Context: an optimization exercise on an open-source flow, tuned for small area. The choices shown serve that exercise and are no tape-out recipe. RTL that was checked went through simulation tests only; none was proved equivalent to the original. Power is estimated from default activity; no workload was simulated.

==> flow/design.v <==
`default_nettype none
package swarq_pkg;
	localparam int WINDOW_SLOTS = 32;
	localparam int MAX_PAYLOAD  = 1400;
	localparam int MAX_RESULTS  = 32;
	localparam int SLOT_W  = $clog2(WINDOW_SLOTS);
	localparam int CNT_W   = $clog2(WINDOW_SLOTS + 1);
	localparam int RES_W   = $clog2(MAX_RESULTS);
	localparam int SEQ_W   = 16;
	localparam int SIZE_W  = 11;
	localparam int MAP_W   = 32;
	localparam int TOTAL_W = 32;
	localparam int KIND_W  = 2;
	localparam int OKIND_W = 3;
	localparam logic [KIND_W-1:0] KIND_SEND    = 2'd0;
	localparam logic [KIND_W-1:0] KIND_ACK     = 2'd1;
	localparam logic [KIND_W-1:0] KIND_FINISH  = 2'd2;
	localparam logic [KIND_W-1:0] KIND_TIMEOUT = 2'd3;
	localparam logic [OKIND_W-1:0] OUT_TX       = 3'd0;
	localparam logic [OKIND_W-1:0] OUT_RETX     = 3'd1;
	localparam logic [OKIND_W-1:0] OUT_REFUSED  = 3'd2;
	localparam logic [OKIND_W-1:0] OUT_FINISHED = 3'd3;
	localparam logic [OKIND_W-1:0] OUT_STATUS   = 3'd4;
endpackage
`default_nettype wire
`default_nettype none
module swarq_ram #(
	parameter int WIDTH = 11,
	parameter int DEPTH = 32
) (
	input  wire logic             clk,
	input  wire logic             we,
	input  wire logic [WIDTH-1:0] wdata,
	output logic      [WIDTH-1:0] rdata
);
	logic [WIDTH-1:0] ring [DEPTH];
	always_ff @(posedge clk) begin
		ring[0] <= we ? wdata : ring[DEPTH-1];
		for (int k = 1; k < DEPTH; k++) begin
			ring[k] <= ring[k-1];
		end
	end
	assign rdata = ring[0];
endmodule
`default_nettype wire
`default_nettype none
module sliding_window_arq_sender (
	input  wire logic                             clk,
	input  wire logic                             arst_n,
	input  wire logic                             start,
	output logic                                  busy,
	input  wire logic [swarq_pkg::KIND_W-1:0]     kind,
	input  wire logic [swarq_pkg::SIZE_W-1:0]     payload_size,
	input  wire logic [swarq_pkg::SEQ_W-1:0]      ack_seq,
	input  wire logic [swarq_pkg::MAP_W-1:0]      received_map,
	output logic                                  result_valid,
	output logic      [swarq_pkg::OKIND_W-1:0]    out_kind,
	output logic      [swarq_pkg::SEQ_W-1:0]      out_seq,
	output logic      [swarq_pkg::SIZE_W-1:0]     out_size,
	output logic      [swarq_pkg::TOTAL_W-1:0]    delivered_bytes,
	output logic                                  last
);
	localparam int SW = swarq_pkg::SLOT_W;
	localparam int CW = swarq_pkg::CNT_W;
	localparam logic [2:0] S_TX   = 3'(swarq_pkg::OUT_TX);
	localparam logic [2:0] S_PB   = 3'(swarq_pkg::OUT_RETX);      
	localparam logic [2:0] S_REF  = 3'(swarq_pkg::OUT_REFUSED);
	localparam logic [2:0] S_FIN  = 3'(swarq_pkg::OUT_FINISHED);
	localparam logic [2:0] S_STAT = 3'(swarq_pkg::OUT_STATUS);
	localparam logic [2:0] S_IDLE = 3'd5;
	localparam logic [2:0] S_RET  = 3'd6;                          
	localparam logic [2:0] S_PA   = 3'd7;                          
	logic [2:0]                    state_q;
	logic [swarq_pkg::SEQ_W-1:0]   base_q;
	logic [CW-1:0]                 count_q;
	logic [swarq_pkg::TOTAL_W-1:0] total_q;
	logic                          fin_q;
	logic [SW-1:0]                 pos_q;
	logic [swarq_pkg::MAP_W-1:0]   map_q;
	logic                          is_ack_q;
	logic [CW-1:0]                 aux_q;
	logic                          any_q;
	logic                          accept;
	logic                          refuse;
	logic [swarq_pkg::SEQ_W-1:0]   ahead;
	logic [CW-1:0]                 pops;
	logic                          cand;
	logic                          ret;
	logic                          we;
	logic [swarq_pkg::SIZE_W-1:0]  tap;
	localparam int LO_W = swarq_pkg::SIZE_W;
	logic [LO_W:0]                 lo_sum;
	logic                          carry_q;
	logic                          sat;
	logic [CW-1:0]                 seq_off;
	assign busy   = (state_q != S_IDLE) || (SW'(pos_q + 1'b1) != count_q[SW-1:0]);
	assign accept = start && !busy;
	assign refuse = count_q[CW-1] || (payload_size > swarq_pkg::SIZE_W'(swarq_pkg::MAX_PAYLOAD));
	assign ahead  = ack_seq - base_q;
	assign pops   = ahead[swarq_pkg::SEQ_W-1] ? '0 :
		{(ahead[swarq_pkg::SEQ_W-2:SW] != '0), ahead[SW-1:0]};
	assign we     = accept && !fin_q && (kind == swarq_pkg::KIND_SEND) && !refuse;
	assign cand   = (count_q[CW-1] || (pos_q < count_q[SW-1:0])) && !(is_ack_q && map_q[pos_q]);
	assign ret    = (state_q == S_RET) && (pos_q == '0) && (aux_q != '0) && (count_q != '0);
	assign lo_sum = {1'b0, total_q[LO_W-1:0]} + {1'b0, (ret ? tap : swarq_pkg::SIZE_W'(0))};
	assign sat    = carry_q && (&total_q[swarq_pkg::TOTAL_W-1:LO_W]);
	swarq_ram #(
		.WIDTH(swarq_pkg::SIZE_W),
		.DEPTH(swarq_pkg::WINDOW_SLOTS)
	) u_size_ring (
		.clk     (clk),
		.we      (we),
		.wdata   (payload_size),
		.rdata   (tap)
	);
	always_ff @(posedge clk or negedge arst_n) begin
		if (!arst_n) begin
			pos_q   <= '0;
			base_q  <= '0;
			count_q <= '0;
			total_q <= '0;
			carry_q <= 1'b0;
		end else begin
			pos_q   <= pos_q + SW'(!ret);
			base_q  <= base_q + swarq_pkg::SEQ_W'(ret);
			carry_q <= lo_sum[LO_W];
			if (sat) begin
				total_q <= '1;
			end else begin
				total_q <= {total_q[swarq_pkg::TOTAL_W-1:LO_W] + (swarq_pkg::TOTAL_W - LO_W)'(carry_q),
					lo_sum[LO_W-1:0]};
			end
			if (we) begin
				count_q <= count_q + 1'b1;
			end else if (ret) begin
				count_q <= count_q - 1'b1;
			end
		end
	end
	always_ff @(posedge clk or negedge arst_n) begin
		if (!arst_n) begin
			state_q <= S_IDLE;
			fin_q   <= 1'b0;
		end else begin
			case (state_q)
				S_IDLE: begin
					if (accept) begin
						if (fin_q || (kind == swarq_pkg::KIND_FINISH)) begin
							fin_q   <= 1'b1;
							state_q <= S_FIN;
						end else if (kind == swarq_pkg::KIND_SEND) begin
							state_q <= refuse ? S_REF : S_TX;
						end else begin
							state_q <= S_RET;
						end
					end
				end
				S_RET: begin
					if (((aux_q == '0) || (count_q == '0)) && (pos_q == '1)) begin
						state_q <= S_PA;
					end
				end
				S_PA: begin
					if (pos_q == '1) begin
						if (any_q || cand) begin
							state_q <= S_PB;
						end else begin
							state_q <= is_ack_q ? S_STAT : S_IDLE;
						end
					end
				end
				S_PB: begin
					if (cand && (pos_q == aux_q[SW-1:0])) begin
						state_q <= S_IDLE;
					end
				end
				default: begin
					state_q <= S_IDLE;
				end
			endcase
		end
	end
	always_ff @(posedge clk) begin
		if (accept) begin
			map_q    <= received_map;
			is_ack_q <= (kind == swarq_pkg::KIND_ACK);
			aux_q    <= (kind == swarq_pkg::KIND_ACK) ? pops : '0;
			any_q    <= 1'b0;
		end else if (ret) begin
			aux_q <= aux_q - 1'b1;
		end else if ((state_q == S_PA) && cand) begin
			any_q            <= 1'b1;
			aux_q[SW-1:0]    <= pos_q;
		end
	end
	always_comb begin
		seq_off = {1'b0, pos_q};
		if ((state_q == S_FIN) || (state_q == S_STAT)) begin
			seq_off = '0;
		end else if (state_q == S_REF) begin
			seq_off = {count_q[CW-1], pos_q};
		end
	end
	assign result_valid    = (state_q == S_TX) || (state_q == S_REF) || (state_q == S_FIN) ||
		(state_q == S_STAT) || ((state_q == S_PB) && cand);
	assign out_kind        = state_q;
	assign out_seq         = base_q + swarq_pkg::SEQ_W'(seq_off);
	assign out_size        = ((state_q == S_TX) || (state_q == S_PB)) ? tap : '0;
	assign delivered_bytes = total_q;
	assign last            = (state_q != S_PB) || (pos_q == aux_q[SW-1:0]);
endmodule
`default_nettype wire
==> flow/config.mk <==
export PLATFORM = sky130hd
export DESIGN_NAME = sliding_window_arq_sender
export DESIGN_NICKNAME = sliding_window_arq_sender
export VERILOG_FILES = /design/flow/design.v
export SDC_FILE = /design/flow/constraint.sdc
export NUM_CORES = 4
export LEC_CHECK = 0
export CAP_MARGIN = 20
export CORE_MARGIN = 2
export CORE_UTILIZATION = 60
export SLEW_MARGIN = 20
==> flow/constraint.sdc <==
create_clock -name core_clock -period 7.0 [get_ports {clk}]
set_input_delay 1.4000 -clock core_clock [delete_from_list [all_inputs] [get_ports {clk}]]
set_output_delay 1.4000 -clock core_clock [all_outputs]
set_load 0.01 [all_outputs]
standard.sh (not shown) runs the stock make flow with config.mk's settings and CLKGATE_MAP_FILE= SYNTH_SCRIPT=/design/flow/synth_recipe.tcl, a recipe that flattens the netlist after the stock synthesis.
==> flow/flow/run.sh <==
#!/bin/bash
# The standard ORFS layout with these changes:
#  - synthesis maps logic with an area-oriented ABC script (flow/abc.script, with a 60 s
#    &deepsyn restructuring pass) and without the
#    half/full-adder cell mapping and the Kogge-Stone carry lookahead (registers unchanged);
#  - port buffers use the smallest buffer cell;
#  - the clock tree uses small clock buffers and no dummy loads.
# ORFS's own output goes to standard.log; each step's log is under orfs/logs/.
set -euo pipefail
work=$(pwd)
sd=$work/scripts_abc
rm -rf "$sd"
mkdir -p "$sd"
for f in "$FLOW_HOME"/scripts/*; do ln -s "$f" "$sd/"; done
rm "$sd/abc_speed.script"
cp flow/abc.script "$sd/abc_speed.script"
bash standard.sh "SCRIPTS_DIR=$sd" "ADDER_MAP_FILE=" "SYNTH_OPERATIONS_ARGS=-nofsm" \
	"BUFFER_PORTS_ARGS=-buffer_cell sky130_fd_sc_hd__buf_1" \
	"CTS_ARGS=-sink_clustering_enable -repair_clock_nets -dont_use_dummy_load -buf_list sky130_fd_sc_hd__clkbuf_4 -sink_clustering_size 10 -sink_clustering_max_diameter 40" \
	finish > standard.log 2>&1
==> flow/flow/abc.script <==
strash
ifraig
scorr
dc2
dretime
strash
&get -n
&deepsyn -T 60
&dch -f
&nf -R 1000
&put
Next try:
--- a/flow/design.v
+++ b/flow/design.v
@@ -31,7 +31,8 @@
 	input  wire logic             clk,
 	input  wire logic             we,
 	input  wire logic [WIDTH-1:0] wdata,
-	output logic      [WIDTH-1:0] rdata
+	output logic      [WIDTH-1:0] rdata,
+	output logic      [WIDTH-1:0] rdata_d1
 );
 	logic [WIDTH-1:0] ring [DEPTH];
 	always_ff @(posedge clk) begin
@@ -40,7 +41,8 @@
 			ring[k] <= ring[k-1];
 		end
 	end
-	assign rdata = ring[0];
+	assign rdata    = ring[0];
+	assign rdata_d1 = ring[1];
 endmodule
 `default_nettype wire
 `default_nettype none
@@ -86,6 +88,8 @@
 	logic [CW-1:0]                 pops;
 	logic                          cand;
 	logic                          ret;
+	logic                          ret_q;
+	logic [swarq_pkg::SIZE_W-1:0]  tap_d1;
 	logic                          we;
 	logic [swarq_pkg::SIZE_W-1:0]  tap;
 	localparam int LO_W = swarq_pkg::SIZE_W;
@@ -102,7 +106,7 @@
 	assign we     = accept && !fin_q && (kind == swarq_pkg::KIND_SEND) && !refuse;
 	assign cand   = (count_q[CW-1] || (pos_q < count_q[SW-1:0])) && !(is_ack_q && map_q[pos_q]);
 	assign ret    = (state_q == S_RET) && (pos_q == '0) && (aux_q != '0) && (count_q != '0);
-	assign lo_sum = {1'b0, total_q[LO_W-1:0]} + {1'b0, (ret ? tap : swarq_pkg::SIZE_W'(0))};
+	assign lo_sum = {1'b0, total_q[LO_W-1:0]} + {1'b0, (ret_q ? tap_d1 : swarq_pkg::SIZE_W'(0))};
 	assign sat    = carry_q && (&total_q[swarq_pkg::TOTAL_W-1:LO_W]);
 	swarq_ram #(
 		.WIDTH(swarq_pkg::SIZE_W),
@@ -111,7 +115,8 @@
 		.clk     (clk),
 		.we      (we),
 		.wdata   (payload_size),
-		.rdata   (tap)
+		.rdata   (tap),
+		.rdata_d1(tap_d1)
 	);
 	always_ff @(posedge clk or negedge arst_n) begin
 		if (!arst_n) begin
@@ -119,8 +124,10 @@
 			base_q  <= '0;
 			count_q <= '0;
 			total_q <= '0;
+			ret_q   <= 1'b0;
 			carry_q <= 1'b0;
 		end else begin
+			ret_q   <= ret;
 			pos_q   <= pos_q + SW'(!ret);
 			base_q  <= base_q + swarq_pkg::SEQ_W'(ret);
 			carry_q <= lo_sum[LO_W];
=> Synthesized cell count went down slightly. Setup slack degrades by 360 ps. Maximum frequency came out lower by a few percent. Power goes up by about a fifth. Non-clock buffer count decreases by 1. First-iteration DRC count falls by a few percent. Wire length went up by a few percent. Area after synthesis stays flat. Sequential share of layout area goes up by 0.38 points. Global-route usage came out higher by 0.22 points. Via count barely changes. Die area stays flat. Clock skew increases by 11 ps. Hold slack degrades by 29 ps.
The RTL of the first run of this note was laid out without a check of its function.

[re-timing with driven ports]
The flow's constraints put no driver on any port. The routed layouts listed below were extracted and timed again, unchanged, in two steps. Step 1: set_driving_cell puts a clkbuf_16 on clk and a buf_2 on each other input, an assumption about the parent block. Step 2 adds t to the input delays and takes it off the output delays; t is the mean of the earliest and latest rising clock arrival at the registers after step 1. Input paths then give back, and output paths get back, about the clock's delay inside the block. a / b / c = ideal ports / drivers / drivers and shift; a / b = the first two.
| run | t (ns) | setup WS [ns] | latest minus earliest clock arrival (ns) |
|---|---|---|---|
| the first run | 0.668 | 1.037 / 0.997 / 1.665 | 0.095 / 0.096 |
| the second run | 0.677 | 0.676 / 0.636 / 1.313 | 0.103 / 0.103 |
After both steps setup and hold are still met in every run listed.
